Source: an optimization exercise on an open RTL-to-GDS flow (aim: small area and a short achievable clock period). Production flows keep margins and buffers that such runs may drop. Where RTL was checked, it was by simulation tests only, not by an equivalence proof against the original. Power is estimated from default activity; no workload was simulated.

==> inputs of run B <==
==> flow/design.v <==
package rob_pkg;
	typedef logic [3:0] tag_t;
	typedef logic [4:0] rob_ptr_t;
	typedef logic [2:0] areg_t;
	typedef logic [31:0] data_t;
	typedef logic [15:0] pc_t;
endpackage
`timescale 1ns/1ps
module rob_top (
	input logic clk,
	input logic reset,
	input logic [1:0] disp_valid,
	input logic [5:0] disp_dst,
	input logic [5:0] disp_src,
	input logic [31:0] disp_pc,
	output logic stall,
	output logic [7:0] alloc_tag,
	output logic [7:0] src_tag,
	output logic [1:0] src_pending,
	output logic [63:0] src_data,
	input logic [1:0] wb_valid,
	input logic [7:0] wb_tag,
	input logic [63:0] wb_data,
	output logic [1:0] out_valid,
	output logic [5:0] out_dst,
	output logic [63:0] out_data,
	output logic [31:0] out_pc
);
	localparam int AW = 19;  
	logic [3:0] head;
	logic [3:0] tail;
	logic [4:0] cnt;
	logic [15:0] done;
	logic [AW-1:0] a_mem0 [8];
	logic [AW-1:0] a_mem1 [8];
	logic [31:0] r_mem0 [8];
	logic [31:0] r_mem1 [8];
	logic [7:0] pend;
	logic [3:0] stag [8];
	logic [31:0] sval [8];
	logic [1:0] acc;
	logic [3:0] tag1;
	assign stall = cnt[4] | (&cnt[3:0]);
	assign acc = disp_valid & {2{~stall}};
	assign tag1 = tail + {3'b0, disp_valid[0]};
	assign alloc_tag = {tag1, tail};
	logic [1:0] a_we;
	logic [2:0] a_off [2];
	logic [AW-1:0] a_wd [2];
	logic [AW-1:0] a_s0, a_s1;
	assign a_s0 = {disp_dst[2:0], disp_pc[15:0]};
	assign a_s1 = {disp_dst[5:3], disp_pc[31:16]};
	always_comb begin
		for (int b = 0; b < 2; b++) begin
			if (tail[0] == b[0]) begin
				a_we[b] = acc[0] | acc[1];
				a_wd[b] = disp_valid[0] ? a_s0 : a_s1;
				a_off[b] = tail[3:1];
			end else begin
				a_we[b] = acc[0] & acc[1];
				a_wd[b] = a_s1;
				a_off[b] = tail[3:1] + {2'b0, tail[0]};
			end
		end
	end
	logic [31:0] w_wd [2];
	always_comb begin
		for (int b = 0; b < 2; b++) begin
			w_wd[b] = (wb_valid[0] && wb_tag[0] == b[0]) ? wb_data[31:0] : wb_data[63:32];
		end
	end
	logic r0, r1;
	logic [3:0] head1;
	logic [1:0] nret;
	assign head1 = head + 4'd1;
	assign r0 = done[head];
	assign r1 = r0 & done[head1];
	always_comb begin
		logic [7:0] d0, d1;
		logic fwd;
		for (int r = 0; r < 8; r++) begin
			d0[r] = disp_src[2:0] == r[2:0];
			d1[r] = disp_src[5:3] == r[2:0];
		end
		src_data = '0;
		src_tag = '0;
		src_pending = '0;
		for (int r = 0; r < 8; r++) begin
			src_data[31:0] = src_data[31:0] | ({32{d0[r]}} & sval[r]);
			src_data[63:32] = src_data[63:32] | ({32{d1[r]}} & sval[r]);
			src_tag[3:0] = src_tag[3:0] | ({4{d0[r]}} & stag[r]);
			src_tag[7:4] = src_tag[7:4] | ({4{d1[r]}} & stag[r]);
			src_pending[0] = src_pending[0] | (d0[r] & pend[r]);
			src_pending[1] = src_pending[1] | (d1[r] & pend[r]);
		end
		fwd = disp_valid[0] && disp_dst[2:0] == disp_src[5:3];
		if (fwd) begin
			src_tag[7:4] = tail;
			src_pending[1] = 1'b1;
		end
	end
	logic [7:0] oh0, oh1;
	logic osw;
	always_comb begin
		logic [AW-1:0] ra0, ra1;
		logic [31:0] rr0, rr1;
		ra0 = '0;
		ra1 = '0;
		rr0 = '0;
		rr1 = '0;
		for (int o = 0; o < 8; o++) begin
			ra0 = ra0 | ({AW{oh0[o]}} & a_mem0[o]);
			ra1 = ra1 | ({AW{oh1[o]}} & a_mem1[o]);
			rr0 = rr0 | ({32{oh0[o]}} & r_mem0[o]);
			rr1 = rr1 | ({32{oh1[o]}} & r_mem1[o]);
		end
		if (osw) begin
			{out_dst[2:0], out_pc[15:0]} = ra1;
			{out_dst[5:3], out_pc[31:16]} = ra0;
			out_data[31:0] = rr1;
			out_data[63:32] = rr0;
		end else begin
			{out_dst[2:0], out_pc[15:0]} = ra0;
			{out_dst[5:3], out_pc[31:16]} = ra1;
			out_data[31:0] = rr0;
			out_data[63:32] = rr1;
		end
	end
	always_ff @(posedge clk) begin
		logic [2:0] o0;
		o0 = head[3:1] + {2'b0, head[0]};
		for (int o = 0; o < 8; o++) begin
			oh0[o] <= o0 == o[2:0];
			oh1[o] <= head[3:1] == o[2:0];
		end
		osw <= head[0];
	end
	always_ff @(posedge clk) begin
		for (int o = 0; o < 8; o++) begin
			if (a_we[0] && a_off[0] == o[2:0]) a_mem0[o] <= a_wd[0];
			if (a_we[1] && a_off[1] == o[2:0]) a_mem1[o] <= a_wd[1];
			if ((wb_valid[0] && wb_tag[3:0] == {o[2:0], 1'b0}) || (wb_valid[1] && wb_tag[7:4] == {o[2:0], 1'b0})) r_mem0[o] <= w_wd[0];
			if ((wb_valid[0] && wb_tag[3:0] == {o[2:0], 1'b1}) || (wb_valid[1] && wb_tag[7:4] == {o[2:0], 1'b1})) r_mem1[o] <= w_wd[1];
		end
	end
	always_ff @(posedge clk) begin
		if (reset) begin
			head <= '0;
			tail <= '0;
			cnt <= '0;
			done <= '0;
			out_valid <= '0;
		end else begin
			head <= head + {3'b0, r0} + {3'b0, r1};
			tail <= tail + {3'b0, acc[0]} + {3'b0, acc[1]};
			cnt <= cnt + {4'b0, acc[0]} + {4'b0, acc[1]} - {4'b0, r0} - {4'b0, r1};
			out_valid <= {r1, r0};
			for (int t = 0; t < 16; t++) begin
				if ((r0 && head == t[3:0]) || (r1 && head1 == t[3:0])) done[t] <= 1'b0;
				if ((wb_valid[0] && wb_tag[3:0] == t[3:0]) || (wb_valid[1] && wb_tag[7:4] == t[3:0])) done[t] <= 1'b1;
			end
		end
	end
	logic [31:0] w_cap [2];
	logic [7:0] cap;
	always_comb begin
		for (int b = 0; b < 2; b++) begin
			w_cap[b] = reset ? 32'd0 : w_wd[b];
		end
		for (int r = 0; r < 8; r++) begin
			cap[r] = reset || (pend[r] && ((wb_valid[0] && wb_tag[3:0] == stag[r]) || (wb_valid[1] && wb_tag[7:4] == stag[r])));
		end
	end
	always_ff @(posedge clk) begin
		for (int r = 0; r < 8; r++) begin
			if (cap[r]) sval[r] <= w_cap[stag[r][0]];
		end
	end
	always_ff @(posedge clk) begin
		for (int r = 0; r < 8; r++) begin
			if (reset) begin
				pend[r] <= 1'b0;
			end else begin
				if (cap[r]) pend[r] <= 1'b0;
				if (acc[0] && disp_dst[2:0] == r[2:0]) begin
					pend[r] <= 1'b1;
					stag[r] <= tail;
				end
				if (acc[1] && disp_dst[5:3] == r[2:0]) begin
					pend[r] <= 1'b1;
					stag[r] <= tag1;
				end
			end
		end
	end
endmodule
==> flow/run.sh <==
#!/bin/bash
# synth_recipe.tcl (not shown) runs the flow's synth.tcl, then flattens the netlist and writes it again
# the make line also repeats each setting of config.mk as NAME=value (left out here)
make -C /OpenROAD-flow-scripts/flow DESIGN_CONFIG=/design/flow/config.mk WORK_HOME=/design/flow/orfs CLKGATE_MAP_FILE= SYNTH_SCRIPT=/design/flow/synth_recipe.tcl finish
==> flow/config.mk <==
export PLATFORM = sky130hd
export DESIGN_NAME = rob_top
export DESIGN_NICKNAME = rob_top
export VERILOG_FILES = /design/flow/design.v
export SDC_FILE = /design/flow/constraint.sdc
export NUM_CORES = 4
export LEC_CHECK = 0
export ABC_AREA = 1
export CAP_MARGIN = 20
export CORE_MARGIN = 2
export CORE_UTILIZATION = 55
export CTS_CLUSTER_DIAMETER = 100
export CTS_CLUSTER_SIZE = 30
export SETUP_SLACK_MARGIN = 2.75
export SLEW_MARGIN = 20
==> flow/constraint.sdc <==
create_clock -name core_clock -period 7.0 [get_ports {clk}]
set_input_delay 1.4000 -clock core_clock [delete_from_list [all_inputs] [get_ports {clk}]]
set_output_delay 1.4000 -clock core_clock [all_outputs]
set_load 0.01 [all_outputs]
==> run C: changes against run B <==
==> flow/design.v, changed modules only <==
module rob_top (
	input logic clk,
	input logic reset,
	input logic [1:0] disp_valid,
	input logic [5:0] disp_dst,
	input logic [5:0] disp_src,
	input logic [31:0] disp_pc,
	output logic stall,
	output logic [7:0] alloc_tag,
	output logic [7:0] src_tag,
	output logic [1:0] src_pending,
	output logic [63:0] src_data,
	input logic [1:0] wb_valid,
	input logic [7:0] wb_tag,
	input logic [63:0] wb_data,
	output logic [1:0] out_valid,
	output logic [5:0] out_dst,
	output logic [63:0] out_data,
	output logic [31:0] out_pc
);
	localparam int AW = 19;  
	logic [3:0] head;
	logic [3:0] tail;
	logic [4:0] cnt;
	logic [15:0] done;
	logic [AW-1:0] a_mem0 [8];
	logic [AW-1:0] a_mem1 [8];
	logic [31:0] r_mem0 [8];
	logic [31:0] r_mem1 [8];
	logic [7:0] pend;
	logic [3:0] stag [8];
	logic [31:0] sval [8];
	logic [1:0] acc;
	logic [3:0] tag1;
	logic stall_q;
	assign stall = stall_q;
	assign acc = disp_valid & {2{~stall}};
	assign tag1 = tail + {3'b0, disp_valid[0]};
	assign alloc_tag = {tag1, tail};
	logic [1:0] a_we;
	logic [2:0] a_off [2];
	logic [AW-1:0] a_wd [2];
	logic [AW-1:0] a_s0, a_s1;
	assign a_s0 = {disp_dst[2:0], disp_pc[15:0]};
	assign a_s1 = {disp_dst[5:3], disp_pc[31:16]};
	always_comb begin
		for (int b = 0; b < 2; b++) begin
			if (tail[0] == b[0]) begin
				a_we[b] = acc[0] | acc[1];
				a_wd[b] = disp_valid[0] ? a_s0 : a_s1;
				a_off[b] = tail[3:1];
			end else begin
				a_we[b] = acc[0] & acc[1];
				a_wd[b] = a_s1;
				a_off[b] = tail[3:1] + {2'b0, tail[0]};
			end
		end
	end
	logic [31:0] w_wd [2];
	always_comb begin
		for (int b = 0; b < 2; b++) begin
			w_wd[b] = (wb_valid[0] && wb_tag[0] == b[0]) ? wb_data[31:0] : wb_data[63:32];
		end
	end
	logic r0, r1;
	logic [3:0] head1;
	assign r0 = done[head];
	assign r1 = r0 & done[head1];
	always_comb begin
		logic [7:0] d0, d1;
		logic fwd;
		for (int r = 0; r < 8; r++) begin
			d0[r] = disp_src[2:0] == r[2:0];
			d1[r] = disp_src[5:3] == r[2:0];
		end
		src_data = '0;
		src_tag = '0;
		src_pending = '0;
		for (int r = 0; r < 8; r++) begin
			src_data[31:0] = src_data[31:0] | ({32{d0[r]}} & sval[r]);
			src_data[63:32] = src_data[63:32] | ({32{d1[r]}} & sval[r]);
			src_tag[3:0] = src_tag[3:0] | ({4{d0[r]}} & stag[r]);
			src_tag[7:4] = src_tag[7:4] | ({4{d1[r]}} & stag[r]);
			src_pending[0] = src_pending[0] | (d0[r] & pend[r]);
			src_pending[1] = src_pending[1] | (d1[r] & pend[r]);
		end
		fwd = disp_valid[0] && disp_dst[2:0] == disp_src[5:3];
		if (fwd) begin
			src_tag[7:4] = tail;
			src_pending[1] = 1'b1;
		end
	end
	logic [7:0] oh0, oh1;
	logic osw;
	always_comb begin
		logic [AW-1:0] ra0, ra1;
		logic [31:0] rr0, rr1;
		ra0 = '0;
		ra1 = '0;
		rr0 = '0;
		rr1 = '0;
		for (int o = 0; o < 8; o++) begin
			ra0 = ra0 | ({AW{oh0[o]}} & a_mem0[o]);
			ra1 = ra1 | ({AW{oh1[o]}} & a_mem1[o]);
			rr0 = rr0 | ({32{oh0[o]}} & r_mem0[o]);
			rr1 = rr1 | ({32{oh1[o]}} & r_mem1[o]);
		end
		if (osw) begin
			{out_dst[2:0], out_pc[15:0]} = ra1;
			{out_dst[5:3], out_pc[31:16]} = ra0;
			out_data[31:0] = rr1;
			out_data[63:32] = rr0;
		end else begin
			{out_dst[2:0], out_pc[15:0]} = ra0;
			{out_dst[5:3], out_pc[31:16]} = ra1;
			out_data[31:0] = rr0;
			out_data[63:32] = rr1;
		end
	end
	always_ff @(posedge clk) begin
		logic [2:0] o0;
		o0 = head[3:1] + {2'b0, head[0]};
		for (int o = 0; o < 8; o++) begin
			oh0[o] <= o0 == o[2:0];
			oh1[o] <= head[3:1] == o[2:0];
		end
		osw <= head[0];
	end
	always_ff @(posedge clk) begin
		for (int o = 0; o < 8; o++) begin
			if (a_we[0] && a_off[0] == o[2:0]) a_mem0[o] <= a_wd[0];
			if (a_we[1] && a_off[1] == o[2:0]) a_mem1[o] <= a_wd[1];
			if ((wb_valid[0] && wb_tag[3:0] == {o[2:0], 1'b0}) || (wb_valid[1] && wb_tag[7:4] == {o[2:0], 1'b0})) r_mem0[o] <= w_wd[0];
			if ((wb_valid[0] && wb_tag[3:0] == {o[2:0], 1'b1}) || (wb_valid[1] && wb_tag[7:4] == {o[2:0], 1'b1})) r_mem1[o] <= w_wd[1];
		end
	end
	logic [4:0] cnt_nxt;
	logic stall_nxt;
	always_comb begin
		logic [4:0] cand [5];
		logic [2:0] d;
		for (int k = 0; k < 5; k++) begin
			cand[k] = cnt + 5'(k) - 5'd2;
		end
		d = 3'd2 + {2'b0, acc[0]} + {2'b0, acc[1]} - {2'b0, r0} - {2'b0, r1};
		cnt_nxt = cand[d];
		stall_nxt = cnt_nxt[4] | (&cnt_nxt[3:0]);
	end
	always_ff @(posedge clk) begin
		if (reset) begin
			head <= '0;
			head1 <= 4'd1;
			tail <= '0;
			cnt <= '0;
			stall_q <= 1'b0;
			done <= '0;
			out_valid <= '0;
		end else begin
			if (r1) begin
				head <= head + 4'd2;
				head1 <= head + 4'd3;
			end else if (r0) begin
				head <= head1;
				head1 <= head + 4'd2;
			end
			tail <= tail + {3'b0, acc[0]} + {3'b0, acc[1]};
			cnt <= cnt_nxt;
			stall_q <= stall_nxt;
			out_valid <= {r1, r0};
			for (int t = 0; t < 16; t++) begin
				if ((r0 && head == t[3:0]) || (r1 && head1 == t[3:0])) done[t] <= 1'b0;
				if ((wb_valid[0] && wb_tag[3:0] == t[3:0]) || (wb_valid[1] && wb_tag[7:4] == t[3:0])) done[t] <= 1'b1;
			end
		end
	end
	logic [7:0] m0, m1;
	logic [7:0] cap;
	always_comb begin
		for (int r = 0; r < 8; r++) begin
			m0[r] = !reset && wb_valid[0] && wb_tag[3:0] == stag[r];
			m1[r] = !reset && wb_valid[1] && wb_tag[7:4] == stag[r];
			cap[r] = reset || (pend[r] && (m0[r] || m1[r]));
		end
	end
	always_ff @(posedge clk) begin
		for (int r = 0; r < 8; r++) begin
			if (cap[r]) sval[r] <= ({32{m0[r]}} & wb_data[31:0]) | ({32{m1[r]}} & wb_data[63:32]);
		end
	end
	always_ff @(posedge clk) begin
		for (int r = 0; r < 8; r++) begin
			if (reset) begin
				pend[r] <= 1'b0;
			end else begin
				if (cap[r]) pend[r] <= 1'b0;
				if (acc[0] && disp_dst[2:0] == r[2:0]) begin
					pend[r] <= 1'b1;
					stag[r] <= tail;
				end
				if (acc[1] && disp_dst[5:3] == r[2:0]) begin
					pend[r] <= 1'b1;
					stag[r] <= tag1;
				end
			end
		end
	end
endmodule
==> flow/flow/run.sh (new file) <==
#!/bin/bash
# The standard layout, with plain buffers (instead of the default delay-cell
# buffer) as the port buffers.
set -euo pipefail
bash standard.sh "BUFFER_PORTS_ARGS=-buffer_cell sky130_fd_sc_hd__buf_1" finish > make.log 2>&1
==> flow/standard.sh (new file) <==
#!/bin/bash
# synth_recipe.tcl (not shown) runs the flow's synth.tcl, then flattens the netlist and writes it again
# the make line also repeats each setting of config.mk as NAME=value (left out here)
make -C /OpenROAD-flow-scripts/flow DESIGN_CONFIG=/design/flow/config.mk WORK_HOME=/design/flow/orfs CLKGATE_MAP_FILE= SYNTH_SCRIPT=/design/flow/synth_recipe.tcl "${@:-finish}"
ABC_AREA = 0   (was 1)
CORE_ASPECT_RATIO = 0.7   (was not set)
CORE_UTILIZATION = 60   (was 55)
CTS_CLUSTER_DIAMETER = 80   (was 100)
CTS_CLUSTER_SIZE = 25   (was 30)
SETUP_SLACK_MARGIN = 2.9   (was 2.75)
removed: flow/run.sh
==> run X: changes against run B <==
CORE_UTILIZATION = 50   (was 55)
CTS_CLUSTER_DIAMETER = not set   (was 100)
CTS_CLUSTER_SIZE = not set   (was 30)
SETUP_SLACK_MARGIN = 2.5   (was 2.75)
==> notes <==
- Die area, lowest first: run C, run B, run X.
- Of run X and run B, run B has the higher maximum frequency (gap about 6%, measured against run B).
- Of run B and run X, run B has the higher register-to-register slack (gap 0.21 ns).
- Combinational power: run C < run X < run B.
- Run C completed with no timing, DRC or antenna violations. Run B completed with no timing, DRC or antenna violations. Run X finished with timing, DRC and antenna clean.
Only the layout flow was run in run B and run X; the RTL was not checked for function there.

static timing again, ports no longer ideal:
The results above use ideal ports. As a check the final layouts listed here were re-extracted and re-timed, cells and wires unchanged.
Step 1 sets driving cells, clkbuf_16 on the clock port and buf_2 on the other inputs (assumed; they add their load-dependent delay and slew).
Step 2 also shifts input and output timing later by t, the mid clock arrival at the registers, as if the neighbouring blocks saw the same clock.
Three values: no drivers, after step 1, after step 2; two values: the first two.
| run | t (ns) | setup WS [ns] | worst hold slack (ns) | latest minus earliest clock arrival (ns) |
|---|---|---|---|---|
| run B | 0.728 | 2.680 / 2.593 / 2.172 | 0.509 / 0.509 / 0.509 | 0.062 / 0.061 |
| run C | 0.737 | 2.875 / 2.780 / 2.406 | 0.557 / 0.557 / 0.557 | 0.026 / 0.026 |
| run X | 0.792 | 2.386 / 2.363 / 2.007 | 0.500 / 0.500 / 0.500 | 0.043 / 0.042 |
After both steps every run listed still meets setup and hold. The setup slack of run B, which loses most, moves by -0.087 ns with the drivers and by -0.508 ns with both steps.
